This is an optimization exercise on Yosys and OpenROAD, whose aim is small area and a short achievable clock period, not a production implementation. Where RTL was checked, it was by simulation tests only, not by an equivalence proof against the original. For runs 1 to 4, only the layout was checked, not whether the RTL still works. Power is estimated from default activity; no workload was simulated.

File: design/flow/config.mk
export PLATFORM = sky130hd
export DESIGN_NAME = rvExecSlice
export DESIGN_NICKNAME = rvExecSlice
export VERILOG_FILES = /design/flow/design.v
export SDC_FILE = /design/flow/constraint.sdc
export NUM_CORES = 4
export LEC_CHECK = 0
export ABC_AREA = 1
export CAP_MARGIN = 20
export CORE_MARGIN = 2
export CORE_UTILIZATION = 40
export SETUP_SLACK_MARGIN = 2.5
export SLEW_MARGIN = 20
File: design/flow/constraint.sdc
create_clock -name core_clock -period 5.0 [get_ports {clk}]
set_input_delay 1.0000 -clock core_clock [delete_from_list [all_inputs] [get_ports {clk}]]
set_output_delay 1.0000 -clock core_clock [all_outputs]
set_load 0.01 [all_outputs]
File: design/flow/flow/run.sh
#!/bin/bash
# standard layout, but ports buffered with buf_2 instead of the default delay buffer
bash standard.sh BUFFER_PORTS_ARGS="-buffer_cell sky130_fd_sc_hd__buf_2" finish > standard.log 2>&1
File: design/flow/standard.sh
#!/bin/bash
# synth_recipe.tcl (not shown) runs the flow's synth.tcl, then flattens the netlist and writes it again
# the make line also repeats each setting of config.mk as NAME=value (left out here)
make -C /OpenROAD-flow-scripts/flow DESIGN_CONFIG=/design/flow/config.mk WORK_HOME=/design/flow/orfs CLKGATE_MAP_FILE= SYNTH_SCRIPT=/design/flow/synth_recipe.tcl "${@:-finish}"
File: design/flow/design.v
`timescale 1ns/1ps
module rvExecSlice (
    input  logic        clk,
    input  logic        rstN,
    input  logic        instValid,
    input  logic [31:0] instWord,
    input  logic [31:0] pc,
    input  logic [31:0] rs1Data,
    input  logic [31:0] rs2Data,
    output logic        resValid,
    output logic [4:0]  resRd,
    output logic        resRegWrite,
    output logic [31:0] resWbValue,
    output logic        resMemRead,
    output logic        resMemWrite,
    output logic [31:0] resMemAddr,
    output logic [1:0]  resMemSize,
    output logic        resBranchTaken,
    output logic [31:0] resNextPc,
    output logic        resHalt
);
    function automatic logic [31:0] rev32(input logic [31:0] v);
        for (int i = 0; i < 32; i++) rev32[i] = v[31-i];
    endfunction
    logic [6:0] opc0;
    logic [2:0] f30;
    logic       alt0;
    logic       isOp0, isOpI0, isLoad0, isStore0, isBr0, isJal0, isJalr0, isLui0, isAuipc0;
    logic       isAlu0, sub0, sll0;
    logic [31:0] immI0, immS0, immJ0, immU0, bSel0;
    logic [3:0] cls0;
    assign opc0     = instWord[6:0];
    assign f30      = instWord[14:12];
    assign alt0     = (instWord[31:25] == 7'h20);
    assign isOp0    = (opc0 == 7'b0110011);
    assign isOpI0   = (opc0 == 7'b0010011);
    assign isLoad0  = (opc0 == 7'b0000011);
    assign isStore0 = (opc0 == 7'b0100011);
    assign isBr0    = (opc0 == 7'b1100011);
    assign isJal0   = (opc0 == 7'b1101111);
    assign isJalr0  = (opc0 == 7'b1100111);
    assign isLui0   = (opc0 == 7'b0110111);
    assign isAuipc0 = (opc0 == 7'b0010111);
    assign isAlu0   = isOp0 | isOpI0;
    assign sub0 = isBr0 | (isAlu0 & f30[2:1] == 2'b01) | (isOp0 & f30 == 3'b000 & alt0);
    assign sll0 = isAlu0 & (f30 == 3'b001);
    assign immI0 = {{20{instWord[31]}}, instWord[31:20]};
    assign immS0 = {{20{instWord[31]}}, instWord[31:25], instWord[11:7]};
    assign immJ0 = {{12{instWord[31]}}, instWord[19:12], instWord[20], instWord[30:21], 1'b0};
    assign immU0 = {instWord[31:12], 12'b0};
    assign bSel0 = ({32{isOpI0 | isLoad0 | isJalr0}} & immI0) |
                   ({32{isStore0}} & immS0) |
                   ({32{isJal0}} & immJ0) |
                   ({32{isAuipc0}} & immU0) |
                   ({32{!(isOpI0 | isLoad0 | isJalr0 | isStore0 | isJal0 | isAuipc0)}} & rs2Data);
    always_comb begin
        if      (isOp0)    cls0 = 4'd1;
        else if (isOpI0)   cls0 = 4'd2;
        else if (isLoad0)  cls0 = 4'd3;
        else if (isStore0) cls0 = 4'd4;
        else if (isBr0)    cls0 = 4'd5;
        else if (isJal0)   cls0 = 4'd6;
        else if (isJalr0)  cls0 = 4'd7;
        else if (isLui0)   cls0 = 4'd8;
        else if (isAuipc0) cls0 = 4'd9;
        else               cls0 = 4'd0;
    end
    logic        v1;
    logic [31:0] a1, b1;
    logic        sub1;
    logic [3:0]  cls1;
    logic [31:7] iw1;
    logic [31:2] pc1;
    logic [4:0]  sa1;
    always_ff @(posedge clk or negedge rstN)
        if (!rstN) v1 <= 1'b0;
        else       v1 <= instValid;
    always_ff @(posedge clk) begin
        a1   <= (isJal0 | isAuipc0) ? {pc[31:2], 2'b00} : sll0 ? rev32(rs1Data) : rs1Data;
        b1   <= bSel0 ^ {32{sub0}};
        sub1 <= sub0;
        sa1  <= bSel0[4:0];    
        cls1 <= cls0;
        iw1  <= instWord[31:7];
        pc1  <= pc[31:2];
    end
    logic [2:0]  f31;
    logic        alt1;
    logic        isOp1, isOpI1, isLoad1, isStore1, isBr1, isJal1, isJalr1, isLui1, isAuipc1, isAlu1;
    logic [33:0] sumC1;
    logic [31:0] sum1, x1, sh1, tgt1;
    logic        cout1, eq1, lt1, ltu1, cmp1;
    logic        fill1;
    assign f31      = iw1[14:12];
    assign alt1     = (iw1[31:25] == 7'h20);
    assign isOp1    = (cls1 == 4'd1);
    assign isOpI1   = (cls1 == 4'd2);
    assign isLoad1  = (cls1 == 4'd3);
    assign isStore1 = (cls1 == 4'd4);
    assign isBr1    = (cls1 == 4'd5);
    assign isJal1   = (cls1 == 4'd6);
    assign isJalr1  = (cls1 == 4'd7);
    assign isLui1   = (cls1 == 4'd8);
    assign isAuipc1 = (cls1 == 4'd9);
    assign isAlu1   = isOp1 | isOpI1;
    assign sumC1 = {1'b0, a1, 1'b1} + {1'b0, b1, sub1};  
    assign sum1  = sumC1[32:1];
    assign cout1 = sumC1[33];
    assign x1    = a1 ^ b1;
    assign eq1   = &x1;                                   
    assign ltu1  = ~cout1;
    assign lt1   = (a1[31] == b1[31]) ? a1[31] : sum1[31];
    assign cmp1  = (isBr1 ? f31[1] : f31[0]) ? ltu1 : lt1;
    assign fill1 = f31[2] & alt1 & a1[31];
    assign sh1   = 32'($signed({fill1, a1}) >>> {sa1[4:3], 3'b000});
    assign tgt1  = {pc1, 2'b00} + {{20{iw1[31]}}, iw1[7], iw1[30:25], iw1[11:8], 1'b0};
    logic selSum1, selTgt1, selSh1, selXor1, selOr1, selAnd1, slt1;
    assign selTgt1 = isBr1;
    assign selSum1 = !(isAlu1 | isBr1) | (isAlu1 & f31 == 3'b000);
    assign selSh1  = isAlu1 & (f31[1:0] == 2'b01);
    assign slt1    = isAlu1 & (f31[2:1] == 2'b01);
    assign selXor1 = isAlu1 & (f31 == 3'b100);
    assign selOr1  = isAlu1 & (f31 == 3'b110);
    assign selAnd1 = isAlu1 & (f31 == 3'b111);
    logic [31:0] alu1;
    assign alu1 = ({32{selSum1}} & sum1) |
                  ({32{selTgt1}} & tgt1) |
                  ({32{selSh1}}  & sh1) |
                  ({32{selXor1}} & x1) |
                  ({32{selOr1}}  & (a1 | b1)) |
                  ({32{selAnd1}} & (a1 & b1));
    logic        illegal1, regWr1;
    logic [1:0]  wbSel1, size1;
    always_comb begin
        illegal1 = 1'b0;
        regWr1   = 1'b1;
        wbSel1   = 2'd0;    
        size1    = 2'd0;
        if (isOp1)
            illegal1 = (iw1[31:25] != 7'h00) && !(alt1 && (f31 == 3'b000 || f31 == 3'b101));
        else if (isOpI1)
            illegal1 = (f31 == 3'b001 || f31 == 3'b101) && (iw1[31:25] != 7'h00) &&
                       !(f31 == 3'b101 && alt1);
        else if (isLoad1) begin
            wbSel1   = 2'd1;
            illegal1 = (f31 == 3'b011 || f31[2:1] == 2'b11);
            size1    = (f31[1:0] == 2'b01) ? 2'd1 : (f31 == 3'b010) ? 2'd2 : 2'd0;
        end else if (isStore1) begin
            regWr1   = 1'b0;
            illegal1 = (f31[2] || f31[1:0] == 2'b11);
            size1    = (f31 == 3'b001) ? 2'd1 : (f31 == 3'b010) ? 2'd2 : 2'd0;
        end else if (isBr1) begin
            regWr1   = 1'b0;
            illegal1 = (f31[2:1] == 2'b01);
        end else if (isJal1 | isJalr1)
            wbSel1 = 2'd2;
        else if (isLui1)
            wbSel1 = 2'd3;
        else if (!isAuipc1) begin
            regWr1   = 1'b0;
            illegal1 = 1'b1;
        end
    end
    logic        v2;
    logic [31:0] a2;
    logic [31:2] pc42;
    logic [31:12] hi2;
    logic [4:0]  rd2;
    logic [2:0]  sh2;
    logic        fill2, sll2;
    logic        eq2, cmp2, slt2, isJ2, isJalr2, brEq2, brNe2, brLt2, brGe2;
    logic        memRd2, memWr2, illegal2, regWr2;
    logic [1:0]  wbSel2, size2;
    always_ff @(posedge clk or negedge rstN)
        if (!rstN) v2 <= 1'b0;
        else       v2 <= v1;
    always_ff @(posedge clk) begin
        a2       <= alu1;
        pc42     <= pc1 + 30'd1;
        hi2      <= iw1[31:12];
        rd2      <= iw1[11:7];
        sh2      <= selSh1 ? sa1[2:0] : 3'd0;
        fill2    <= fill1;
        sll2     <= selSh1 & ~f31[2];
        eq2      <= eq1;
        cmp2     <= cmp1;
        slt2     <= slt1;
        isJ2     <= isJal1 | isJalr1;
        isJalr2  <= isJalr1;
        brEq2    <= isBr1 & (f31 == 3'b000);
        brNe2    <= isBr1 & (f31 == 3'b001);
        brLt2    <= isBr1 & f31[2] & ~f31[0];
        brGe2    <= isBr1 & f31[2] & f31[0];
        memRd2   <= isLoad1;
        memWr2   <= isStore1;
        illegal2 <= illegal1;
        regWr2   <= regWr1;
        wbSel2   <= wbSel1;
        size2    <= size1;
    end
    logic [31:0] aS2, aR2, aF2, jt2, pc4F2, npc2, wb2;
    logic        taken2, sizeHalt2, pcHalt2, halt2;
    assign aS2    = 32'($signed({fill2, a2}) >>> sh2);
    assign aR2    = sll2 ? rev32(aS2) : aS2;
    assign aF2    = {aR2[31:1], aR2[0] | (slt2 & cmp2)};
    assign taken2 = isJ2 | (brEq2 & eq2) | (brNe2 & ~eq2) | (brLt2 & cmp2) | (brGe2 & ~cmp2);
    assign jt2    = {a2[31:1], a2[0] & ~isJalr2};      
    assign pc4F2  = {pc42, 2'b00};
    assign npc2   = taken2 ? jt2 : pc4F2;
    assign sizeHalt2 = (memRd2 || memWr2) &&
                       ((size2 == 2'd1 && a2[0]) || (size2 == 2'd2 && a2[1:0] != 2'b00));  
    assign pcHalt2   = taken2 && (jt2[1:0] != 2'b00);
    assign halt2     = illegal2 || sizeHalt2 || pcHalt2;
    always_comb begin
        case (wbSel2)
            2'd0:    wb2 = aF2;
            2'd1:    wb2 = 32'b0;
            2'd2:    wb2 = pc4F2;
            default: wb2 = {hi2, 12'b0};
        endcase
    end
    logic v3;
    always_ff @(posedge clk or negedge rstN)
        if (!rstN) v3 <= 1'b0;
        else       v3 <= v2;
    always_ff @(posedge clk) begin
        resRd          <= rd2;
        resRegWrite    <= regWr2 && !halt2;
        resWbValue     <= wb2;
        resMemRead     <= memRd2;
        resMemWrite    <= memWr2;
        resMemAddr     <= aF2;
        resMemSize     <= size2;
        resBranchTaken <= taken2;
        resNextPc      <= npc2;
        resHalt        <= halt2;
    end
    assign resValid = v3;
endmodule
==> summary.txt, run 1 <==
The synthesis-stage register bit count came out at 349. The category of the critical setup timing path is flop to flop. In the global route stage, overall resource usage came out at 0.316. Counting flops with a built-in enable in the synthesized netlist gives 0. The power per standard cell area is 355 nW/um^2. The cell-internal power is 5330 uW.

The hold buffer count at cts came out at 0. In the synthesized netlist the dominant register cell turns out to be sky130_fd_sc_hd__dfxtp_1. The sequential fraction of the synthesis area came out at 0.361. The floorplan die height is 224 um. At the worst endpoint, the required time is 5360 ps. The post-route fraction of the period consumed by the critical path is 0.485. In the final layout, the share of cells above drive strength 1 is 0.136. The post-synthesis average cell area is 6.53 um^2. The core region is 47800 um^2. The TritonCTS clock tree is done.

The switching power total is 2710 uW. The area of the die came out at 50300 um^2. The post-detailed-placement half-perimeter wirelength came out at 66000 um. The worst clock skew on the final layout came out at 23.9 ps. By area the synthesized netlist is led by sky130_fd_sc_hd__dfxtp_1, sky130_fd_sc_hd__nand2_1, sky130_fd_sc_hd__inv_1.

The share of synthesized area in the top cell type comes to 0.357. Of all nets on the critical path, the largest fanout is 5. The via count of the first global-routing pass came out at 18500. STA classifies the critical path endpoint as a flop.

The number of vias per cell is 5.20. The largest total area in the synthesized netlist belongs to sky130_fd_sc_hd__dfxtp_1. The final total power is 8040 uW.

The worst register-to-register path begins at pc1[3]$_DFF_P_. The run finished with no timing, DRC or antenna violations. The total via count after detailed routing came out at 19900. The path class of the lowest-slack min-delay path is input pin to async pin. The count of input and output buffers is 237. The first global-routing pass estimated 117000 um of wire.

Setup repair after global routing could not meet its margin everywhere. The number of nets in the synthesized netlist is 3201. CTS placed an instance of sky130_fd_sc_hd__clkbuf_16 at the clock tree root. The gate count of the mapped netlist is 2974. The post-route antenna net violation count came out at 0. The length in cells of the worst reg-to-reg path came out at 10.

The initial core utilization is 0.406. Of the total power, combinational logic draws 0.230. Summed over all cells, the static leakage comes to 0.0118 uW. In this run the tightest slew margin relative to its limit is 0.355. CTS built an H-tree with a depth of 2. The endpoint identified for the worst register-to-register timing path is a2[8]$_DFF_P_. The final sum of negative setup slack came out at 0 ps.

The number of buffers created by CTS came out at 38. The die boundary width is 224 um. The final hold violation count is 0. The layout overhead on the synthesized area came out at 16.7%. The cell area after synthesis came out at 19400 um^2.

The synthesis warning total is 1. The clock slew seen by the registers of the worst setup and hold paths is 60 ps. Clock latency on the worst-skew pair, taken at its later pin, is 580 ps.

The number of setup violations in the final report came out at 0. The pin count of the biggest net entering global routing came out at 64. Based on the critical path, the design can be clocked at up to 0.412 GHz. Max-cap violations in this run came to 0. The sequential cell fraction of total power is 0.418. The arrival time at the worst endpoint came out at 2780 ps. The kind of launch point of the worst setup path is a flop. The initial antenna violation count is 2. The DRC violations left is 0.

The total wire length is 80900 um. Of the total power, the share spent switching nets is 0.337. The weighted congestion at the end of routability-driven global placement is 1.02. VDD sags by at most 0.000269 V. Clock tree synthesis found a total of 349 sinks.

The number of iterations in the first detailed-routing pass is 6. 240 I/O pins were placed. The first routing iteration left 1663 violations.

For flop-to-flop paths, the worst setup slack is 2570 ps. The number of pins with negative max-slew slack in the final report came out at 0. The total grt overflow came out at 0. The number of distinct library cells after synthesis came out at 57. The final layout net count came out at 3415.

The longest clock path from root to sink contains 3 buffers. After layout, the minimum clock period comes to 2430 ps. The fraction of registers with async set/reset is 0.00860.

Of the total power, the clock network draws 0.351. The average detailed-routed wire length per instance came out at 21.1 um. At the pin with the least slew margin, the transition time is 958 ps. The number of cell rows is 80.
==> per-stage QoR <==
stage          std cells  hold WS, ps  utilization  instance area [um^2]  setup WS (ps)
5_1_grt             3833          201        0.474                 22700           2420
3_3_place_gp        3746          310        0.440                 21000           1370
2_1_floorplan       2974          310            -                 19400           2770
4_1_cts             3825          196        0.469                 22500           2470
3_5_place_dp        3746          312        0.440                 21000           1350
6_report            3833          218        0.474                 22700           2570
==> worst max path at each step <==
stage | startpoint | end | slack [ps] | cells past startpoint
final | pc1[3]$_DFF_P_ | a2[8]$_DFF_P_ | 2570 | 10
after global routing | a1[7]$_DFF_P_ | a2[12]$_DFF_P_ | 2420 | 10
after CTS | cls1[1]$_SDFF_PP0_ | a2[11]$_DFF_P_ | 2470 | 7
after detailed placement | instWord[1] | a1[5]$_DFF_P_ | 1350 | 10
after global placement | instWord[1] | b1[15]$_DFF_P_ | 1370 | 12
after floorplan | instWord[1] | b1[27]$_DFF_P_ | 2770 | 10
==> power by group through the flow <==
stage               Sequential [uW]  Combinational (uW)  Clock [uW]
floorplan                      3370                1000           0
global placement               3420                1800           0
CTS                            3360                1820        2870
finish                         3360                1850        2830
detailed placement             3420                1800           0
global route                   3380                2040        2970
==> placed cells by master, fill, tap and decap left out, types with 9 or more instances in the layout <==
cell type / Yosys / final
sky130_fd_sc_hd__inv_1: 396 / 391
sky130_fd_sc_hd__o21ai_1: 2 / 9
sky130_fd_sc_hd__or2_2: 12 / 12
sky130_fd_sc_hd__a21oi_1: 160 / 160
sky130_fd_sc_hd__xor2_1: 24 / 24
sky130_fd_sc_hd__ha_1: 94 / 82
sky130_fd_sc_hd__buf_2: 27 / 237
sky130_fd_sc_hd__nand2_1: 1022 / 1019
sky130_fd_sc_hd__o21ai_0: 129 / 122
sky130_fd_sc_hd__o211ai_1: 31 / 31
sky130_fd_sc_hd__nand3b_1: 15 / 15
sky130_fd_sc_hd__nor2_2: 4 / 9
sky130_fd_sc_hd__dfxtp_1: 346 / 327
sky130_fd_sc_hd__nand4_1: 25 / 25
sky130_fd_sc_hd__o21a_1: 14 / 14
sky130_fd_sc_hd__nand3_1: 268 / 265
sky130_fd_sc_hd__nor2_1: 200 / 195
sky130_fd_sc_hd__dfxtp_2: 0 / 13
sky130_fd_sc_hd__inv_2: 12 / 10
sky130_fd_sc_hd__buf_4: 5 / 23
sky130_fd_sc_hd__clkinv_2: 0 / 10
sky130_fd_sc_hd__clkbuf_16: 0 / 38
sky130_fd_sc_hd__clkinvlp_4: 0 / 13
sky130_fd_sc_hd__nor3_1: 26 / 26
sky130_fd_sc_hd__ha_2: 0 / 12
sky130_fd_sc_hd__o22ai_1: 19 / 19
==> per-layer routing <==
metal	routed length, um	global-route usage	vias to the layer above
li1	-	-	9848
met4	5160	0.184	0
met2	36500	0.520	893
met5	0	0	-
met3	5940	0.0466	186
met1	33300	0.395	9019
==> critical path, cell delays in order, from the launching register on <==
cell and delay [ps]:
sky130_fd_sc_hd__dfxtp_1 550, sky130_fd_sc_hd__inv_1 110, sky130_fd_sc_hd__fa_1 450, sky130_fd_sc_hd__inv_1 90
sky130_fd_sc_hd__nand3_1 60, sky130_fd_sc_hd__nand3_1 160, sky130_fd_sc_hd__nand2_1 100, sky130_fd_sc_hd__nand2_1 120
sky130_fd_sc_hd__a21oi_1 70, sky130_fd_sc_hd__o21ai_1 190, sky130_fd_sc_hd__nand4_1 300
==> cell usage after synthesis (all sizes together), types with 4 or more instances <==
| cell type | number |
|---|---|
| nand2 | 1028 |
| inv | 408 |
| dfxtp | 346 |
| nand3 | 274 |
| nor2 | 208 |
| a21oi | 161 |
| o21ai | 133 |
| ha | 94 |
| clkbuf | 50 |
| buf | 46 |
| o211ai | 31 |
| nor3 | 29 |
| nand4 | 25 |
| xor2 | 24 |
| o22ai | 19 |
| nand3b | 15 |
| o21a | 14 |
| or2 | 12 |
| and2 | 9 |
| xnor2 | 8 |
| nor4 | 7 |
| a21boi | 4 |
| o2111ai | 4 |
| o21bai | 4 |
==> kinds of logic (layout without fill, tap and decap cells) <==
group                    Yosys count  in the layout  synth area share
buffers and inverters            505            748             0.103
other                              0              1                 0
AND/OR/NAND/NOR                 1610           1610             0.349
adder cells (fa/ha/maj)           96             96            0.0626
flip-flops                       349            349             0.361
AO/OA/AOI/OAI                    381            381             0.110
multiplexers                       1              1          0.000516
XOR/XNOR                          32             32            0.0144
==> cell type report <==
| type | count | area (um^2) |
|---|---|---|
| clock buffer | 44 | 993 |
| timing repair buffer | 265 | 1450 |
| sequential | 349 | 7040 |
| antenna | 1 | 2.50 |
| inverter | 409 | 1570 |
| tap | 615 | 769 |
| multi-input combinational | 2120 | 10500 |
| fill | 4970 | 25200 |
| timing repair inverter | 5 | 35.0 |
| clock inverter | 25 | 274 |
==> timing repair <==
item / in CTS / in global routing
gates cloned: 3 / 2
buffers inserted: 7 / 5
pin swaps: 4 / 4
resized for setup: 32 / 43
endpoints found under the setup margin: 137 / 115
==> flip-flops by register name (all words and copies together), names as in the netlist, 30 cells and up <==
signal	cells
resMemAddr	32
b1	32
a2	32
pc42	30
pc1	30
resNextPc	32
resWbValue	32
a1	32
==> run 2, diff against run 1 <==
--- a/design/flow/config.mk
+++ b/design/flow/config.mk
@@ -6,5 +6,4 @@
 export NUM_CORES = 4
 export LEC_CHECK = 0
-export ABC_AREA = 1
 export CAP_MARGIN = 20
 export CORE_MARGIN = 2
==> run 2 against run 1 <==
Compared with the run above: utilization rose by 5.3 points; sequential power rose by 2%; global-route usage fell by 3.6 points; first-iteration DRC count fell by 20%; design area rose by 0.46%; worst setup slack got worse by 320 ps; critical path depth did not move; still clean.
==> summary.txt, run 2 <==
The run finished with no timing, DRC or antenna violations. The average detailed-routed wire length per instance came out at 23.5 um (+11%). The post-synthesis average cell area is 9.06 um^2 (+39%). The layout overhead on the synthesized area came out at 29.0%. The weighted congestion at the end of routability-driven global placement is 0.927 (-9.2%). The antenna diode count is 0 (-1). The total via count after detailed routing is 16000 (-20%). The later-pin clock latency in the skew report is 580 ps (about the same). The required time of the critical path came to 5460 ps (+100 ps). The final worst slack came out at 2250 ps (-322 ps). The maximum vdd ir drop came to 0.000218 V (-19%).

Setup repair after global routing could not meet its margin everywhere. The sequential cell fraction of total power came out at 0.407 (-0.011). The hold buffer count at cts came to 0 (unchanged).

The peak per-stage delay on the critical path is 460 ps (-90 ps). The total wire length is 66400 um (-18%). The slew at the pin with the worst max-slew slack came to 803 ps (-155 ps). The via count of the first global-routing pass came out at 15300 (-17%). The leading cell type by number of instances after synthesis is sky130_fd_sc_hd__dfxtp_1.

The maximum fanout along the worst path is 6 (+1). The final critical delay including setup and external delays is 2750 ps (+322 ps). The number of pins with negative max-slew slack in the final report is 0 (unchanged).

The final layout net count was 2445 (-28%). The die boundary width is 214 um (-4.6%). The initial core utilization is 0.408 (+0.00212).

The part of the total power dissipated in combinational logic came out at 0.251 (+0.021). The clock network fraction of design power came to 0.342 (-0.009). The gate count of the mapped netlist came to 1948 (-34%). The number of iterations in the first detailed-routing pass is 5 (-1).

The category of the critical setup timing path is flop to flop. The library cell used most frequently in the layout, excluding fill and tap cells, is sky130_fd_sc_hd__dfxtp_1. The biggest area contributor in the post-synthesis netlist is sky130_fd_sc_hd__dfxtp_1. The slowest stage of the critical path is the sky130_fd_sc_hd__ha_1 cell. The number of buffers created by CTS came out at 37 (-2.6%). The top-area cell type share of the netlist area was 0.392 (+0.0357). The final sum of negative setup slack is 0 ps (unchanged). The number of nets in the synthesized netlist is 2175 (-32%). The top-level port count came to 240 (unchanged).

Walking the worst path, the cells encountered are ha_1 -> and3_4 -> o211a_1 -> o31ai_4 -> nand3_2 -> a21o_4 -> a31oi_4 -> o31a_1 -> o2111a_1 -> a211o_1. The pin count of the biggest net entering global routing is 45 (-30%). The switching portion of total power came out at 0.311 (-0.0258).

The synthesis warning total is 1 (unchanged). The maximum count of clock buffers along a single path is 3 (unchanged). The area of the core came out at 43300 um^2 (-9.6%). The floorplan die height came to 214 um (-4.6%). The clock slew seen by the registers of the worst setup and hold paths came out at 60 ps (about the same). The post-route antenna net violation count was 0 (unchanged). The final hold violation count came to 0 (unchanged).

The cell-internal power is 5780 uW (+8.4%). The worst slew slack as a fraction of its limit was 0.458 (+0.103). The fraction of registers with async set/reset came out at 0.00860 (unchanged). The worst register-to-register path begins at pc1[11]$_DFF_P_. The worst clock skew on the final layout is 20.0 ps (-3.94 ps). The buffers plus inverters on the worst setup path is 0 (-2).

The top cell types in the final layout, fill and taps aside, are sky130_fd_sc_hd__dfxtp_1, sky130_fd_sc_hd__buf_2, sky130_fd_sc_hd__nand2_1. STA classifies the critical path endpoint as a flop. TritonCTS built the clock tree. In the post-synthesis netlist, the biggest area contributors are sky130_fd_sc_hd__dfxtp_1, sky130_fd_sc_hd__ha_1, sky130_fd_sc_hd__nand2_1. The power per standard cell area is 369 nW/um^2 (+3.9%). The layout cell share with drive strength beyond 1 is 0.352 (+0.216). The number of synthesized flops with an enable pin came out at 0 (unchanged). The number of vias per cell is 5.65 (+8.6%). The switching power total came to 2610 uW (-3.7%). The DRC violation total after the first TritonRoute iteration came out at 1338 (-20%). The DRC violations left came out at 0 (unchanged). The number of distinct library cells after synthesis was 95 (+67%). The total grt overflow came out at 0 (unchanged).

In the synthesized netlist, the cells that appear most often are sky130_fd_sc_hd__dfxtp_1, sky130_fd_sc_hd__nand2_1, sky130_fd_sc_hd__nor2_1. The combined global-route utilization of all metal layers is 0.280 (-0.0357). The area of the die came out at 45800 um^2 (-8.9%).

STA classifies the critical path startpoint as a flop. Among all flip-flop cells after synthesis, the most frequent one is sky130_fd_sc_hd__dfxtp_1. The critical path starts at pc1[11]$_DFF_P_. The count of input and output buffers came out at 237 (unchanged). The maximum operating frequency is 0.364 GHz (-12%).

The post-detailed-placement half-perimeter wirelength is 50300 um (-24%). The root buffer cell chosen for the clock tree is sky130_fd_sc_hd__clkbuf_16. The initial antenna violation count came out at 3 (+1). The CTS sink count came out at 349 (unchanged). The min-delay analysis places its worst path in the category input pin to async pin. The sequential fraction of the synthesis area is 0.397 (+0.0361). The count of maximum capacitance violations came to 0 (unchanged). The cell family contributing the most delay on the critical path is compound AO/OA/AOI/OAI gates.

The synthesis-stage register bit count is 349 (unchanged). The number of H-tree branching levels is 2 (unchanged). The post-route fraction of the period consumed by the critical path came to 0.550 (+0.0645). The cell area after synthesis came out at 17600 um^2 (-9.1%). The number of cell rows came out at 76 (-5.0%). The global-route wire length before repair came out at 97600 um (-17%). The pre-CTS setup slack is 1580 ps (+223 ps).

The leakage power of the design came out at 0.00944 uW (-20%). The arrival time at the worst endpoint is 3210 ps (+430 ps). The number of setup violations in the final report is 0 (unchanged).
[run 2: cell count changes in the layout (fill, tap and decap cells not counted), moves of 60 or more]
cell                      delta
sky130_fd_sc_hd__nand3_1   -229
sky130_fd_sc_hd__a21oi_1    -60
sky130_fd_sc_hd__xnor2_1    +67
sky130_fd_sc_hd__buf_4      +72
sky130_fd_sc_hd__nand2_1   -816
sky130_fd_sc_hd__inv_1     -310
[run 2: worst paths after layout]
path	to	depth (start not counted)	slack, ps
max	a2[28]$_DFF_P_	10	2250
min	v1$_DFF_PN0_	1	200
max reg2reg	a2[28]$_DFF_P_	10	2250
min reg2reg	hi2[19]$_DFF_P_	0	330
max in group asynchronous	v2$_DFF_PN0_	1	4690
min in group core_clock	hi2[19]$_DFF_P_	0	330
[run 2: worst reg2reg max path, cell delays in order (launching register included)]
cell and delay, ps:
sky130_fd_sc_hd__dfxtp_1 400, sky130_fd_sc_hd__ha_1 460, sky130_fd_sc_hd__and3_4 260, sky130_fd_sc_hd__o211a_1 200
sky130_fd_sc_hd__o31ai_4 90, sky130_fd_sc_hd__nand3_2 120, sky130_fd_sc_hd__a21o_4 150, sky130_fd_sc_hd__a31oi_4 80
sky130_fd_sc_hd__o31a_1 330, sky130_fd_sc_hd__o2111a_1 280, sky130_fd_sc_hd__a211o_1 270
[run 2: logic make-up after synthesis]
| family | share of synthesized area |
|---|---|
| buf+inv | 0.0534 |
| xor+xnor | 0.0521 |
| fa+ha+maj | 0.0689 |
| flops | 0.397 |
| compound gates | 0.194 |
| mux | 0.0896 |
| simple gates | 0.145 |
[run 2: per-layer routing]
metal  GRT usage  vias to the layer above  wire length (um)
met5           0                        -                 0
met1       0.383                     7598             28800
met2       0.439                      770             29300
li1            -                     7492                 -
met4       0.136                        0              3420
met3      0.0357                      140              4950
[run 2: what timing repair did]
| action | CTS | global route |
|---|---|---|
| setup buffers | 62 | 27 |
| endpoints found under the setup margin | 132 | 85 |
| resized for setup | 276 | 105 |
| gates cloned | 3 | 2 |
| pin swaps | 93 | 75 |
[run 2: cell type report]
type / count / area (um^2)
flip-flops and latches: 349 / 7150
fillers: 3968 / 20500
well taps: 585 / 732
repair buffers: 348 / 2100
clock buffers: 49 / 1030
inverters: 97 / 372
multi-input cells: 1385 / 11100
clock inverters: 18 / 262
[run 2: per-stage QoR]
stage	hold slack (ps)	util	power, uW	area (um^2)	instances
finish	205	0.526	8390	22800	2831
global route	195	0.526	8740	22800	2831
CTS	179	0.509	8270	22000	2802
detailed placement	312	0.445	5200	19300	2670
global placement	311	0.445	5180	19300	2670
floorplan	310	-	4480	17800	1948
[run 2: power by group through the flow]
stage               sequential, uW  combinational (uW)  clock (uW)
finish                        3420                2100        2870
global route                  3450                2260        3030
CTS                           3410                1940        2910
detailed placement            3470                1730           0
global placement              3470                1720           0
floorplan                     3430                1050           0
==> run 3, diff against run 2 <==
--- a/design/flow/config.mk
+++ b/design/flow/config.mk
@@ -6,7 +6,8 @@
 export NUM_CORES = 4
 export LEC_CHECK = 0
+export ABC_AREA = 1
 export CAP_MARGIN = 20
 export CORE_MARGIN = 2
 export CORE_UTILIZATION = 40
-export SETUP_SLACK_MARGIN = 2.5
+export SETUP_SLACK_MARGIN = 3.0
 export SLEW_MARGIN = 20
==> run 3 against run 2 <==
Compared with the run above: clock skew decreased by 5.6 ps; still clean; count of clock-buffer cells in the layout increased by 9; cell count increased by 40%; combinational power increased by 13%; first-iteration DRC count increased by 26%.
==> summary.txt, run 3 <==
The run finished with no timing, DRC or antenna violations. The number of nets in the synthesized netlist was 3201 (+47%). The via count of the first global-routing pass is 19800 (+29%). The count of maximum capacitance violations is 0 (unchanged).

The leakage power of the design was 0.0131 uW (+39%). The DRC violations left came out at 0 (unchanged). The final hold violation count is 0 (unchanged).

The number of H-tree branching levels came out at 2 (unchanged). The worst slew slack as a fraction of its limit is 0.542 (+0.0840). The worst hold path belongs to the class input pin to async pin. The weighted congestion at the end of routability-driven global placement was 0.983 (+6.0%). The area of the die was 50300 um^2 (+9.8%). The global-route wire length before repair came out at 128000 um (+31%). The sequential cell fraction of total power is 0.393 (-0.014). The number of synthesized flops with an enable pin is 0 (unchanged). The number of iterations in the first detailed-routing pass came out at 5 (unchanged). Among all flip-flop cells after synthesis, the most frequent one is sky130_fd_sc_hd__dfxtp_1.

The slew at the pin with the worst max-slew slack came out at 684 ps (-119 ps). The worst setup path is captured at a flop. The number of vias per cell is 5.35 (-5.4%). The final critical delay including setup and external delays came out at 2090 ps (-658 ps). The CTS sink count is 349 (unchanged). The final layout net count is 3537 (+45%). The post-synthesis average cell area came out at 6.53 um^2 (-28%).

The sequential fraction of the synthesis area came out at 0.361 (-0.0361). The number of buffers created by CTS was 38 (+2.7%). The utilization after layout was 0.562 (+0.0356). STA classifies the critical path startpoint as a flop. The floorplan die height came out at 224 um (+4.8%). The maximum count of clock buffers along a single path is 3 (unchanged).

The number of setup violations in the final report came to 0 (unchanged). The DRC violation total after the first TritonRoute iteration came out at 1687 (+26%). The number of distinct library cells after synthesis is 57 (-40%).

The die boundary width was 224 um (+4.8%). The post-route fraction of the period consumed by the critical path is 0.418 (-0.132). The required time of the critical path is 5440 ps (-20 ps). The maximum vdd ir drop came to 0.000264 V (+21%). The combined global-route utilization of all metal layers is 0.349 (+0.0688). The clock network fraction of design power is 0.332 (-0.010). The maximum fanout along the worst path is 6 (unchanged). The gate count of the mapped netlist came out at 2974 (+53%). The pre-CTS setup slack came out at 1420 ps (-160 ps).

sky130_fd_sc_hd__dfxtp_1 takes more of the synthesized area than any other cell. The layout cell share with drive strength beyond 1 came to 0.318 (-0.0335). In this run the critical register-to-register path is launched from iw1[31]$_DFF_P_. The cell-internal power came to 5700 uW (-1.4%). The top cell types in the final layout, fill and taps aside, are sky130_fd_sc_hd__nand2_1, sky130_fd_sc_hd__inv_1, sky130_fd_sc_hd__dfxtp_1. Traced cell by cell, the critical path runs through buf_12 -> buf_12 -> ha_4 -> nand2_4 -> nor2_4 -> inv_2 -> nor2_2 -> nand4_1 -> nand3_1 -> nand2_1 -> nand3_2 -> nand3b_1. The final instance count without filler cells came to 3955 (+40%). The cell sitting at the root of the clock tree is a sky130_fd_sc_hd__clkbuf_16.

The top-area cell type share of the netlist area was 0.357 (-0.0357). Relative to the synthesized area, the layout overhead comes to 38.4%. The power per standard cell area is 323 nW/um^2 (-12%). The later-pin clock latency in the skew report came out at 590 ps (about the same). The arrival time at the worst endpoint is 2530 ps (-680 ps). The pin count of the biggest net entering global routing is 57 (+27%).

The part of the total power dissipated in combinational logic came out at 0.275 (+0.024). The number of pins with negative max-slew slack in the final report came out at 0 (unchanged). The worst setup path is of the flop to flop kind.

The leading cell type by number of instances after synthesis is sky130_fd_sc_hd__nand2_1. The final total power is 8670 uW (+3.4%). The total of fill cells in the finished design was 4567 (+15%). By instance count, the cell type seen most on the critical path is sky130_fd_sc_hd__buf_12. The cell area after synthesis was 19400 um^2 (+10%). The clock slew seen by the registers of the worst setup and hold paths is 60 ps (about the same). The worst clock skew on the final layout came out at 14.4 ps (-5.62 ps). The synthesis warning total is 1 (unchanged). The post-route antenna net violation count came out at 0 (unchanged).

The total grt overflow came to 0 (unchanged). The initial antenna violation count is 5 (+2). The initial core utilization was 0.406 (-0.00212). The area of the core came out at 47800 um^2 (+11%). The count of input and output buffers came out at 237 (unchanged). The library cell used most frequently in the layout, excluding fill and tap cells, is sky130_fd_sc_hd__nand2_1. Sorting the synthesized cells by area gives the leading types as sky130_fd_sc_hd__dfxtp_1, sky130_fd_sc_hd__nand2_1, sky130_fd_sc_hd__inv_1. The switching portion of total power came to 0.343 (+0.0317). For this design, the slowest cell found on the critical path is sky130_fd_sc_hd__dfxtp_4. The start point of the critical path is iw1[31]$_DFF_P_.

The average detailed-routed wire length per instance came out at 23.0 um (-1.8%). The commonest cells after synthesis are sky130_fd_sc_hd__nand2_1, sky130_fd_sc_hd__inv_1, sky130_fd_sc_hd__dfxtp_1. The number of cell rows was 80 (+5.3%). The antenna diode count is 0 (unchanged).

TritonCTS built the clock tree. The total wire length is 91100 um (+37%). The switching power total is 2970 uW (+14%). The maximum operating frequency was 0.478 GHz (+31%). The post-placement cell count is 3746 (+40%). The final sum of negative setup slack was 0 ps (unchanged).

Setup repair after global routing could not meet its margin everywhere. The synthesis-stage register bit count came out at 349 (unchanged). The final worst slack is 2910 ps (+658 ps). The total via count after detailed routing came out at 21100 (+32%). The top-level port count came out at 240 (unchanged). The fraction of registers with async set/reset is 0.00860 (unchanged). The hold buffer count at cts is 0 (unchanged). The peak per-stage delay on the critical path came out at 400 ps (-60 ps).

The post-detailed-placement half-perimeter wirelength is 70000 um (+39%).
[run 3: cell count changes after synthesis, sizes merged, moves of 39 or more]
cell and change:
a21oi +39, a221oi -47, a31oi -41, inv +311, mux2 -56, mux2i -40, nand2 +819, nand3 +235
nor2 +53, xnor2 -71
[run 3: path summary, 6_finish.rpt]
kind / endpoint / cells past startpoint / slack, ps
worst max-delay path: a2[21]$_DFF_P_ / 12 / 2910
worst min-delay path: v3$_DFF_PN0_ / 1 / 210
worst max register to register: a2[21]$_DFF_P_ / 12 / 2910
worst min register to register: hi2[19]$_DFF_P_ / 0 / 320
max in group asynchronous: v1$_DFF_PN0_ / 1 / 4690
min in group core_clock: hi2[19]$_DFF_P_ / 0 / 320
[run 3: what timing repair did]
action,in CTS,in global routing
setup buffers,60,60
endpoints found under the hold margin,0,0
pin swaps,42,105
cloned,11,7
gates resized for setup,449,437
endpoints found under the setup margin,287,240
[run 3: per-stage QoR]
step	cell area (um^2)	hold WS, ps
2_1_floorplan	19600	310
3_3_place_gp	21200	311
3_5_place_dp	21200	312
4_1_cts	24600	188
5_1_grt	26900	198
6_report	26900	208
[run 3: area by class of cell]
cell class | count | area, um^2 | area share
clock buffers | 58 | 1120 | 0.0415
well taps | 615 | 769 | 0.0286
multi-input cells | 2123 | 12800 | 0.476
repair inverters | 9 | 71.3 | 0.00265
clock inverters | 12 | 165 | 0.00615
repair buffers | 380 | 3050 | 0.113
inverters | 409 | 1620 | 0.0603
flip-flops and latches | 349 | 7300 | 0.272
[run 3: critical path, delay by kind of cell (launching register included)]
kind                       cells  cell delay [ps]
DFF                            1              400
adders and majority gates      1              320
buffers and inverters          3              350
and+or+nand+nor                8              890
[run 3: cell families (layout without fill, tap and decap cells)]
family,after synthesis,after routing,synth area share
and+or+nand+nor,1610,1613,0.349
buffers and inverters,505,868,0.103
AOI/OAI and AO/OA,381,381,0.110
DFF,349,349,0.361
adders and majority gates,96,96,0.0626
xor gates and xnor gates,32,32,0.0144
muxes,1,1,0.000516
[run 3: power groups by stage]
stage | sequential (uW) | combinational [uW] | clock (uW)
after floorplan | 3370 | 1010 | 0
after global placement | 3420 | 1830 | 0
after detailed placement | 3430 | 1840 | 0
after CTS | 3380 | 2050 | 2910
after global routing | 3430 | 2570 | 3020
final | 3410 | 2380 | 2880
[run 3: per-layer routing]
layer	GRT usage	vias up	share of wire
met5	0	-	0.00014
met4	0.204	2	0.068
met3	0.0553	229	0.070
met2	0.580	989	0.46
met1	0.428	9811	0.40
li1	-	10100	-
==> run 4, diff against run 3 <==
--- a/design/flow/config.mk
+++ b/design/flow/config.mk
@@ -10,4 +10,5 @@
 export CORE_MARGIN = 2
 export CORE_UTILIZATION = 40
-export SETUP_SLACK_MARGIN = 3.0
+export CTS_BUF_LIST = sky130_fd_sc_hd__clkbuf_4 sky130_fd_sc_hd__clkbuf_8
+export SETUP_SLACK_MARGIN = 2.5
 export SLEW_MARGIN = 20
==> run 4 against run 3 <==
Compared with the run above: via count decreased by 4.9%; critical path depth down 6; combinational power decreased by 22%; sequential share of layout area is 3.8 points higher; maximum frequency down 16%; count of clock-buffer cells in the layout is 18 higher; utilization decreased by 8.6 points; cell count fell by 2.2%; clock power increased by 3%; synthesized area unchanged.
==> summary.txt, run 4 <==
The worst slew slack as a fraction of its limit is 0.373 (-0.169). The final sum of negative setup slack came out at 0 ps (unchanged). The total wire length came out at 80800 um (-11%). The via count of the first global-routing pass came to 18800 (-5.2%). The buffers plus inverters on the worst setup path is 2 (-1). The post-synthesis average cell area is 6.53 um^2 (unchanged). The count of maximum capacitance violations came out at 0 (unchanged).

Leaving out fill and tap cells, the most frequent cell in the layout is sky130_fd_sc_hd__nand2_1. The average detailed-routed wire length per instance came to 20.9 um (-9.3%). The critical path's top delay family is compound AO/OA/AOI/OAI gates. The worst-case hold slack came out at 121 ps (-87.1 ps). The required time of the critical path came to 5390 ps (-50 ps). The initial core utilization is 0.406 (unchanged). The maximum fanout along the worst path is 18 (+12). The area of the die is 50300 um^2 (unchanged). The number of vias per cell is 5.20 (-2.7%).

The layout cell share with drive strength beyond 1 is 0.145 (-0.173). The initial antenna violation count is 2 (-3). The maximum operating frequency is 0.402 GHz (-16%). The final hold violation count came out at 0 (unchanged). The cell area after synthesis came out at 19400 um^2 (unchanged). The top-level port count came out at 240 (unchanged). The worst setup path is launched from a flop. The pin count of the biggest net entering global routing is 64 (+12%). The area of combinational cells with multiple inputs came out at 10500 um^2 (-18%). The clock slew seen by the registers of the worst setup and hold paths is 70 ps (about the same). The number of distinct library cells after synthesis is 57 (unchanged). The peak per-stage delay on the critical path came out at 560 ps (+160 ps).

The die boundary width was 224 um (unchanged). The layout overhead on the synthesized area came out at 17.2%. The post-route antenna net violation count is 0 (unchanged).

The number of iterations in the first detailed-routing pass was 6 (+1). The number of synthesized flops with an enable pin came out at 0 (unchanged). The run finished with no timing, DRC or antenna violations.

Setup repair after global routing could not meet its margin everywhere. The synthesis warning total is 1 (unchanged). The final total power was 8180 uW (-5.7%). The top-area cell type share of the netlist area came out at 0.357 (unchanged).

The post-route fraction of the period consumed by the critical path is 0.497 (+0.0789). The synthesis-stage register bit count is 349 (unchanged). The fraction of registers with async set/reset came to 0.00860 (unchanged).

The post-detailed-placement half-perimeter wirelength was 66000 um (-5.7%). The cell type of the slowest stage on the worst timing path is sky130_fd_sc_hd__dfxtp_1. The number of buffers created by CTS came to 57 (+50%). The DRC violation total after the first TritonRoute iteration is 1600 (-5.2%).

The length in cells of the worst reg-to-reg path is 6 (-6). The count of input and output buffers came out at 237 (unchanged). The weighted congestion at the end of routability-driven global placement is 1.02 (+3.8%). The gate count of the mapped netlist is 2974 (unchanged). The critical path capture point type is a flop. The CTS sink count was 349 (unchanged). The global-route wire length before repair is 118000 um (-8.3%). The number of pins with negative max-slew slack in the final report is 0 (unchanged). The DRC violations left was 0 (unchanged). After synthesis, the cell types taking the most area are sky130_fd_sc_hd__dfxtp_1, sky130_fd_sc_hd__nand2_1, sky130_fd_sc_hd__inv_1.

The category of the critical setup timing path is flop to flop. The combined global-route utilization of all metal layers was 0.317 (-0.0325). The number of cell rows is 80 (unchanged). The slew at the pin with the worst max-slew slack is 931 ps (+247 ps). In the layout the commonest cells are sky130_fd_sc_hd__nand2_1, sky130_fd_sc_hd__inv_1, sky130_fd_sc_hd__dfxtp_1. Of all cell types, the one taking the most synthesized area is sky130_fd_sc_hd__dfxtp_1. The register area is 7040 um^2 (-3.5%). The maximum vdd ir drop is 0.000196 V (-26%).

The floorplan die height is 224 um (unchanged). The total stage count of the critical path is 6 (-6). The sequential fraction of the synthesis area came out at 0.361 (unchanged). The number of setup violations in the final report came out at 0 (unchanged).

The most used flip-flop cell after synthesis is sky130_fd_sc_hd__dfxtp_1. Yosys instantiated no cell more often than sky130_fd_sc_hd__nand2_1. The total grt overflow was 0 (unchanged). The critical path goes through nor2_1 -> nand2_1 -> buf_4 -> clkinvlp_4 -> a21oi_1 -> o2111ai_1.

The number of nets in the synthesized netlist came out at 3201 (unchanged). In the synthesized netlist, the cells that appear most often are sky130_fd_sc_hd__nand2_1, sky130_fd_sc_hd__inv_1, sky130_fd_sc_hd__dfxtp_1. The later-pin clock latency in the skew report is 690 ps (+100 ps). The total via count after detailed routing was 20100 (-4.9%). TritonCTS built the clock tree.

The power per standard cell area came out at 359 nW/um^2 (+11%). The maximum count of clock buffers along a single path is 3 (unchanged). The worst clock skew on the final layout is 41.1 ps (+26.8 ps). The area of the core is 47800 um^2 (unchanged). The arrival time at the worst endpoint came to 2880 ps (+350 ps).

In this run the clock root is driven by a sky130_fd_sc_hd__clkbuf_8. The final critical delay including setup and external delays is 2490 ps (+394 ps). The total of fill cells in the finished design came to 4997 (+9.4%).

The final layout net count came out at 3435 (-2.9%). The worst hold path belongs to the class input pin to async pin. The number of H-tree branching levels is 2 (unchanged). The leakage power of the design was 0.0119 uW (-9.5%).
run 4: cell types whose count changed in the layout (fill, tap and decap cells not counted), moves of 65 or more:
cell                      before   now
sky130_fd_sc_hd__nand3_1     189   265
sky130_fd_sc_hd__nand2_1     910  1020
sky130_fd_sc_hd__buf_4       107    26
sky130_fd_sc_hd__nand3_2      73     8
sky130_fd_sc_hd__buf_6        70     0
sky130_fd_sc_hd__dfxtp_2      95    12
sky130_fd_sc_hd__nand2_2      83     5
sky130_fd_sc_hd__dfxtp_1     203   327
run 4: cells by family after synthesis:
logic type,synth area share
xor gates and xnor gates,0.0144
AOI/OAI and AO/OA,0.110
buffers and inverters,0.103
and+or+nand+nor,0.349
muxes,0.000516
DFF,0.361
adders and majority gates,0.0626
run 4: metal layers:
| metal | routed length [um] | global-route usage | vias to the layer above |
|---|---|---|---|
| li1 | - | - | 9903 |
| met1 | 33300 | 0.396 | 9114 |
| met2 | 36100 | 0.518 | 909 |
| met3 | 5750 | 0.0417 | 185 |
| met4 | 5620 | 0.197 | 0 |
| met5 | 0 | 0 | - |
run 4: path summary, 6_finish.rpt:
path                       slack [ps]                from                to
min in group core_clock           320      rd2[3]$_DFF_P_  resRd[3]$_DFF_P_
max in group asynchronous        4780                rstN      v1$_DFF_PN0_
min                               120                rstN      v3$_DFF_PN0_
max                              2510  cls1[1]$_SDFF_PP0_     a2[2]$_DFF_P_
min reg2reg                       320      rd2[3]$_DFF_P_  resRd[3]$_DFF_P_
max reg2reg                      2510  cls1[1]$_SDFF_PP0_     a2[2]$_DFF_P_
run 4: timing repair:
item,CTS,global route
hold buffers,0,0
setup buffers,7,6
endpoints found under the hold margin,0,0
pin swaps,4,5
endpoints found under the setup margin,137,70
gates resized for setup,30,38
gates cloned,3,2
run 4: per-stage QoR:
stage / area [um^2] / std cells / utilization / worst slack [ps]
finish: 22800 / 3868 / 0.476 / 2510
global route: 22800 / 3867 / 0.476 / 2460
CTS: 22600 / 3859 / 0.472 / 2480
detailed placement: 21000 / 3746 / 0.440 / 1350
global placement: 21000 / 3746 / 0.440 / 1370
floorplan: 19400 / 2974 / - / 2770
run 4: worst reg2reg max path, delay by kind of cell (launching register included):
family / cells / cell delay, ps
and+or+nand+nor: 2 / 230
buffers and inverters: 2 / 600
AOI/OAI and AO/OA: 2 / 830
DFF: 1 / 560
run 4: layout make-up:
cell class / count / area share
clock inverters: 27 / 0.0176
multi-input cells: 2120 / 0.462
repair inverters: 5 / 0.00143
flip-flops and latches: 349 / 0.309
diodes: 1 / 0.000110
repair buffers: 266 / 0.0633
well taps: 615 / 0.0338
inverters: 409 / 0.0688
clock buffers: 76 / 0.0440
run 4: power breakdown:
part           switching [uW]  internal, uW  leakage, uW  total [uW]
clock                    1220          1750     0.000716        2970
sequential                257          3110      0.00295        3370
combinational            1240           609      0.00820        1850
total                    2720          5460       0.0119        8180
==> run 5, diff against run 4 <==
--- a/design/flow/design.v
+++ b/design/flow/design.v
@@ -115,26 +115,21 @@
     assign sh1   = 32'($signed({fill1, a1}) >>> {sa1[4:3], 3'b000});
     assign tgt1  = {pc1, 2'b00} + {{20{iw1[31]}}, iw1[7], iw1[30:25], iw1[11:8], 1'b0};
-    logic selSum1, selTgt1, selSh1, selXor1, selOr1, selAnd1, slt1;
+    logic selSum1, selTgt1, selSh1, selG1, selP1, slt1;
     assign selTgt1 = isBr1;
     assign selSum1 = !(isAlu1 | isBr1) | (isAlu1 & f31 == 3'b000);
     assign selSh1  = isAlu1 & (f31[1:0] == 2'b01);
     assign slt1    = isAlu1 & (f31[2:1] == 2'b01);
-    assign selXor1 = isAlu1 & (f31 == 3'b100);
-    assign selOr1  = isAlu1 & (f31 == 3'b110);
-    assign selAnd1 = isAlu1 & (f31 == 3'b111);
+    assign selG1   = isAlu1 & (f31[2:1] == 2'b11);
+    assign selP1   = isAlu1 & f31[2] & ~f31[0];
     logic [31:0] alu1;
     assign alu1 = ({32{selSum1}} & sum1) |
                   ({32{selTgt1}} & tgt1) |
                   ({32{selSh1}}  & sh1) |
-                  ({32{selXor1}} & x1) |
-                  ({32{selOr1}}  & (a1 | b1)) |
-                  ({32{selAnd1}} & (a1 & b1));
+                  ({32{selP1}}   & x1) |
+                  ({32{selG1}}   & (a1 & b1));
     logic        illegal1, regWr1;
-    logic [1:0]  wbSel1, size1;
     always_comb begin
         illegal1 = 1'b0;
         regWr1   = 1'b1;
-        wbSel1   = 2'd0;    
-        size1    = 2'd0;
         if (isOp1)
             illegal1 = (iw1[31:25] != 7'h00) && !(alt1 && (f31 == 3'b000 || f31 == 3'b101));
@@ -142,20 +137,13 @@
             illegal1 = (f31 == 3'b001 || f31 == 3'b101) && (iw1[31:25] != 7'h00) &&
                        !(f31 == 3'b101 && alt1);
-        else if (isLoad1) begin
-            wbSel1   = 2'd1;
+        else if (isLoad1)
             illegal1 = (f31 == 3'b011 || f31[2:1] == 2'b11);
-            size1    = (f31[1:0] == 2'b01) ? 2'd1 : (f31 == 3'b010) ? 2'd2 : 2'd0;
-        end else if (isStore1) begin
+        else if (isStore1) begin
             regWr1   = 1'b0;
             illegal1 = (f31[2] || f31[1:0] == 2'b11);
-            size1    = (f31 == 3'b001) ? 2'd1 : (f31 == 3'b010) ? 2'd2 : 2'd0;
         end else if (isBr1) begin
             regWr1   = 1'b0;
             illegal1 = (f31[2:1] == 2'b01);
-        end else if (isJal1 | isJalr1)
-            wbSel1 = 2'd2;
-        else if (isLui1)
-            wbSel1 = 2'd3;
-        else if (!isAuipc1) begin
+        end else if (!(isJal1 | isJalr1 | isLui1 | isAuipc1)) begin
             regWr1   = 1'b0;
             illegal1 = 1'b1;
@@ -169,7 +157,6 @@
     logic [2:0]  sh2;
     logic        fill2, sll2;
-    logic        eq2, cmp2, slt2, isJ2, isJalr2, brEq2, brNe2, brLt2, brGe2;
+    logic        eq2, cmp2, slt2, isJ2, isJalr2, isBr2, isLui2;
     logic        memRd2, memWr2, illegal2, regWr2;
-    logic [1:0]  wbSel2, size2;
     always_ff @(posedge clk or negedge rstN)
         if (!rstN) v2 <= 1'b0;
@@ -188,21 +175,32 @@
         isJ2     <= isJal1 | isJalr1;
         isJalr2  <= isJalr1;
-        brEq2    <= isBr1 & (f31 == 3'b000);
-        brNe2    <= isBr1 & (f31 == 3'b001);
-        brLt2    <= isBr1 & f31[2] & ~f31[0];
-        brGe2    <= isBr1 & f31[2] & f31[0];
+        isBr2    <= isBr1;
+        isLui2   <= isLui1;
         memRd2   <= isLoad1;
         memWr2   <= isStore1;
         illegal2 <= illegal1;
         regWr2   <= regWr1;
-        wbSel2   <= wbSel1;
-        size2    <= size1;
     end
     logic [31:0] aS2, aR2, aF2, jt2, pc4F2, npc2, wb2;
-    logic        taken2, sizeHalt2, pcHalt2, halt2;
+    logic        taken2, cond2, sizeHalt2, pcHalt2, halt2;
+    logic [2:0]  f32;
+    logic [1:0]  size2;
+    assign f32 = hi2[14:12];
+    assign size2 = !(memRd2 | memWr2)                        ? 2'd0 :
+                   (f32[1:0] == 2'b01 && (memRd2 || !f32[2])) ? 2'd1 :
+                   (f32 == 3'b010)                            ? 2'd2 : 2'd0;
+    always_comb begin
+        case (f32)
+            3'b000:  cond2 = eq2;
+            3'b001:  cond2 = ~eq2;
+            3'b100, 3'b110: cond2 = cmp2;
+            3'b101, 3'b111: cond2 = ~cmp2;
+            default: cond2 = 1'b0;
+        endcase
+    end
     assign aS2    = 32'($signed({fill2, a2}) >>> sh2);
     assign aR2    = sll2 ? rev32(aS2) : aS2;
     assign aF2    = {aR2[31:1], aR2[0] | (slt2 & cmp2)};
-    assign taken2 = isJ2 | (brEq2 & eq2) | (brNe2 & ~eq2) | (brLt2 & cmp2) | (brGe2 & ~cmp2);
+    assign taken2 = isJ2 | (isBr2 & cond2);
     assign jt2    = {a2[31:1], a2[0] & ~isJalr2};      
     assign pc4F2  = {pc42, 2'b00};
@@ -213,10 +211,8 @@
     assign halt2     = illegal2 || sizeHalt2 || pcHalt2;
     always_comb begin
-        case (wbSel2)
-            2'd0:    wb2 = aF2;
-            2'd1:    wb2 = 32'b0;
-            2'd2:    wb2 = pc4F2;
-            default: wb2 = {hi2, 12'b0};
-        endcase
+        if (memRd2)      wb2 = 32'b0;           
+        else if (isJ2)   wb2 = pc4F2;           
+        else if (isLui2) wb2 = {hi2, 12'b0};
+        else             wb2 = aF2;
     end
     logic v3;
==> design/flow/flow/run.sh (replaced) <==
#!/bin/bash
# Standard ORFS layout with two changes:
#  - ports are buffered with buf_2 instead of the default delay buffer
#  - the ABC area recipe (ABC_AREA=1) is replaced by flow/abc_area.script;
#    this only changes the mapping of combinational logic, the registers are
#    those of the standard synthesis
set -e
rm -rf scripts_abc
cp -r "$FLOW_HOME/scripts" scripts_abc
cp flow/abc_area.script scripts_abc/abc_area.script
bash standard.sh SCRIPTS_DIR="$PWD/scripts_abc" \
    BUFFER_PORTS_ARGS="-buffer_cell sky130_fd_sc_hd__buf_2" finish > standard.log 2>&1
==> design/flow/flow/abc_area.script (new file) <==
strash
dch
map -a
topo
stime -c
buffer -c
upsize -c
dnsize -c
--- a/design/flow/config.mk
+++ b/design/flow/config.mk
@@ -10,5 +10,4 @@
 export CORE_MARGIN = 2
 export CORE_UTILIZATION = 40
-export CTS_BUF_LIST = sky130_fd_sc_hd__clkbuf_4 sky130_fd_sc_hd__clkbuf_8
 export SETUP_SLACK_MARGIN = 2.5
 export SLEW_MARGIN = 20
==> run 5 against run 4 <==
Compared with the run above: maximum frequency shrank 3.2%; worst hold slack gained 110 ps; count of clock-buffer cells in the layout shrank 24; via count shrank 18%; non-clock buffer count grew 10; synthesized cell count shrank 25%; first-iteration DRC count shrank 12%.
==> summary.txt, run 5 <==
The required time of the critical path came to 5390 ps (about the same). The maximum operating frequency was 0.389 GHz (-3.2%). The top-area cell type share of the netlist area came out at 0.409 (+0.0519).

The pin count of the biggest net entering global routing came out at 61 (-4.7%). The DRC violations left is 0 (unchanged). The power per standard cell area came to 385 nW/um^2 (+7.0%). The area growth from synthesis to layout is 23.2%. The arrival time at the worst endpoint came to 2960 ps (+80 ps).

The leading cell type by number of instances after synthesis is sky130_fd_sc_hd__nand2_1. The final layout net count is 2644 (-23%). The maximum fanout along the worst path is 12 (-6). The clock network fraction of design power is 0.349 (-0.014). The layout cell share with drive strength beyond 1 is 0.227 (+0.0815). The clock slew seen by the registers of the worst setup and hold paths came to 60 ps (about the same). In the synthesized netlist, the cells that appear most often are sky130_fd_sc_hd__nand2_1, sky130_fd_sc_hd__dfxtp_1, sky130_fd_sc_hd__a21oi_1. The die boundary width was 208 um (-7.2%). The sequential cell fraction of total power was 0.416 (+0.005). Clock tree synthesis selected as its root buffer the cell sky130_fd_sc_hd__clkbuf_16. The average detailed-routed wire length per instance came out at 22.8 um (+9.1%). The antenna diode count came out at 0 (-1). The initial antenna violation count is 4 (+2).

Leaving out fill and tap cells, the most frequent cell in the layout is sky130_fd_sc_hd__nand2_1. The part of the total power dissipated in combinational logic came out at 0.235 (+0.009). The maximum count of clock buffers along a single path came out at 3 (unchanged). The switching power total is 2540 uW (-6.3%). The switching portion of total power came to 0.322 (-0.00977). STA classifies the critical path startpoint as a flop. The DRC violation total after the first TritonRoute iteration is 1401 (-12%). The hold buffer count at cts is 0 (unchanged). The count of maximum capacitance violations came out at 0 (unchanged). The sequential fraction of the synthesis area came to 0.413 (+0.0525). The synthesis warning total is 1 (unchanged). The total wire length came to 68500 um (-15%). The combined global-route utilization of all metal layers is 0.306 (-0.0104). The final hold violation count is 0 (unchanged). The via count of the first global-routing pass came out at 15600 (-17%).

The initial core utilization came out at 0.407 (+0.00122). The flow ran to the end and the layout has no timing, DRC or antenna violations. The post-detailed-placement half-perimeter wirelength came out at 55200 um (-16%). The slew at the pin with the worst max-slew slack came out at 821 ps (-110 ps). The global-route wire length before repair is 99200 um (-16%). The sum of routed wire segments on met1 is 29600 um (-11%).

The number of iterations in the first detailed-routing pass came to 6 (unchanged). The synthesis-stage register bit count came out at 343 (-1.7%). The CTS sink count is 343 (-1.7%). The final sum of negative setup slack is 0 ps (unchanged). The number of cell rows is 74 (-7.5%). Setup repair after global routing could not meet its margin everywhere. The wire length on met2 is 30800 um (-15%).

The post-synthesis average cell area is 7.51 um^2 (+15%). The number of distinct library cells after synthesis came out at 61 (+7.0%). The cell area after synthesis came to 16700 um^2 (-14%).

The post-route fraction of the period consumed by the critical path came out at 0.514 (+0.0164). The TritonCTS clock tree is done. The amount of wire on met3 after detailed routing came out at 4890 um (-15%). The number of vias per cell is 5.51 (+5.9%).

The number of synthesized flops with an enable pin is 0 (unchanged). The final instance count without filler cells is 3007 (-22%). The number of pins with negative max-slew slack in the final report was 0 (unchanged). The gate count of the mapped netlist came to 2218 (-25%). The cell-internal power came to 5350 uW (-2.1%). The utilization after layout is 0.502 (+0.0258).

The top-level port count was 240 (unchanged). The number of nets in the synthesized netlist is 2413 (-25%). The total grt overflow came out at 0 (unchanged). The highest signal layer in the routed design is met4. The number of buffers created by CTS came out at 36 (-37%).

The synthesized design spends more area on one cell type than any other, namely sky130_fd_sc_hd__dfxtp_1. The post-route antenna net violation count was 0 (unchanged). The later-pin clock latency in the skew report came to 570 ps (-120 ps). The worst clock skew on the final layout is 25.3 ps (-15.8 ps). The worst hold path belongs to the class input pin to async pin. The category of the critical setup timing path is flop to flop. The length in cells of the worst reg-to-reg path came out at 11 (+5). The count of input and output buffers is 237 (unchanged). The area of the die came out at 43300 um^2 (-14%). In the post-synthesis netlist, the biggest area contributors are sky130_fd_sc_hd__dfxtp_1, sky130_fd_sc_hd__a21oi_1, sky130_fd_sc_hd__nand2_1.

The worst slew slack as a fraction of its limit came to 0.452 (+0.0795). The fraction of registers with async set/reset is 0.00875 (+0.000150). The number of H-tree branching levels is 2 (unchanged). The number of setup violations in the final report came out at 0 (unchanged). The commonest register cell after synthesis is sky130_fd_sc_hd__dfxtp_1. The floorplan die height is 208 um (-7.2%).

The maximum vdd ir drop was 0.000191 V (-2.5%). The post-placement cell count is 2921 (-22%). The leakage power of the design was 0.00905 uW (-24%). The area of the core is 40900 um^2 (-14%). The weighted congestion at the end of routability-driven global placement came to 0.986 (-3.4%). Leaving out fill and tap cells, the most frequent cells in the layout are sky130_fd_sc_hd__nand2_1, sky130_fd_sc_hd__dfxtp_1, sky130_fd_sc_hd__a21oi_1. The final critical delay including setup and external delays is 2570 ps (+81.9 ps). The total via count after detailed routing is 16600 (-18%). STA classifies the critical path endpoint as a flop.
## run 5: worst paths after layout
check,start,slack [ps],endpoint
hold reg to reg,rd2[4]$_DFF_P_,310,resRd[4]$_DFF_P_
setup reg to reg,iw1[31]$_DFF_P_,2430,a2[28]$_DFF_P_
max in group asynchronous,rstN,4670,v1$_DFF_PN0_
min in group core_clock,rd2[4]$_DFF_P_,310,resRd[4]$_DFF_P_
hold / removal,rstN,230,v3$_DFF_PN0_
setup / recovery,iw1[31]$_DFF_P_,2430,a2[28]$_DFF_P_
## run 5: routing by layer
layer	up-vias	global-route usage
li1	7953	-
met1	7778	0.409
met2	703	0.497
met3	126	0.0439
met4	0	0.125
met5	-	0
## run 5: kinds of logic (layout without fill, tap and decap cells)
family,count (synthesis),after routing,synth area share
adder cells (fa/ha/maj),64,64,0.0490
buffers and inverters,330,586,0.0774
XOR/XNOR,81,81,0.0426
flip-flops,343,343,0.413
AND/OR/NAND/NOR,723,724,0.186
AO/OA/AOI/OAI,677,677,0.232
## run 5: critical path: stages, from the launching register on
cell	delay [ps]
sky130_fd_sc_hd__dfxtp_4	380
sky130_fd_sc_hd__buf_12	160
sky130_fd_sc_hd__ha_1	330
sky130_fd_sc_hd__inv_1	150
sky130_fd_sc_hd__nor2_1	70
sky130_fd_sc_hd__inv_1	140
sky130_fd_sc_hd__o21ai_1	130
sky130_fd_sc_hd__a21oi_1	220
sky130_fd_sc_hd__o21ai_0	130
sky130_fd_sc_hd__a41oi_2	220
sky130_fd_sc_hd__xor2_2	260
sky130_fd_sc_hd__o2111ai_2	200
## run 5: through the flow
step / setup WS [ps] / total power (uW) / area (um^2) / hold WS, ps
floorplan: 2630 / 4270 / 16700 / 310
global placement: 1850 / 5020 / 18300 / 312
detailed placement: 1790 / 5020 / 18300 / 313
CTS: 2400 / 7830 / 20100 / 200
global route: 2300 / 8240 / 20500 / 211
finish: 2430 / 7890 / 20500 / 227
## run 5: cell type report
type | count | area (um^2)
clock inverters | 12 | 200
repair inverters | 2 | 12.5
well taps | 532 | 666
clock buffers | 52 | 1040
repair buffers | 276 | 1540
fillers | 4006 | 20400
multi-input cells | 1546 | 9180
inverters | 244 | 940
flip-flops and latches | 343 | 6950
## run 5: power groups by stage
stage	combinational [uW]	clock [uW]	sequential (uW)
final	1860	2750	3280
after global routing	2030	2900	3310
after CTS	1760	2790	3280
after detailed placement	1680	0	3340
after global placement	1690	0	3330
after floorplan	930	0	3340
## run 5: repair_timing
item | in CTS | in global routing
pin swaps | 24 | 20
gates resized for setup | 110 | 113
endpoints found under the setup margin | 106 | 93
cloned | 4 | 0
buffers inserted | 12 | 6

[re-timing with driven ports]
The results above use ideal ports. As a check the final layouts listed here were re-extracted and re-timed, cells and wires unchanged.
Step 1, drivers: a clkbuf_16 drives clk and a buf_2 each remaining input, both assumed.
Step 2 times the ports against the registers' clock, not the clock port: input delays grow and output delays shrink by t, the midpoint of the rising clock arrivals with the driver on.
a / b / c = ideal / step 1 / step 2; a / b = the first two.
| run | t, ns | setup slack, ns | slew at the worst register clock pin (ns) | worst slew at a driven data input, ns | cell pins on the clock port's net |
|---|---|---|---|---|---|
| run 1 | 0.631 | 2.573 / 2.573 / 2.022 | 0.06 / 0.06 | 0.07 | 1 |
| run 2 | 0.627 | 2.250 / 2.250 / 1.880 | 0.07 / 0.07 | 0.04 | 1 |
| run 3 | 0.636 | 2.908 / 2.878 / 2.381 | 0.07 / 0.07 | 0.07 | 1 |
| run 4 | 0.726 | 2.514 / 2.514 / 1.882 | 0.08 / 0.08 | 0.08 | 1 |
| run 5 | 0.614 | 2.432 / 2.432 / 1.989 | 0.07 / 0.07 | 0.05 | 1 |
After both steps setup and hold are still met in every run listed. The setup slack of run 4, which loses most, moves by 0.000 ns with the drivers and by -0.632 ns with both steps.
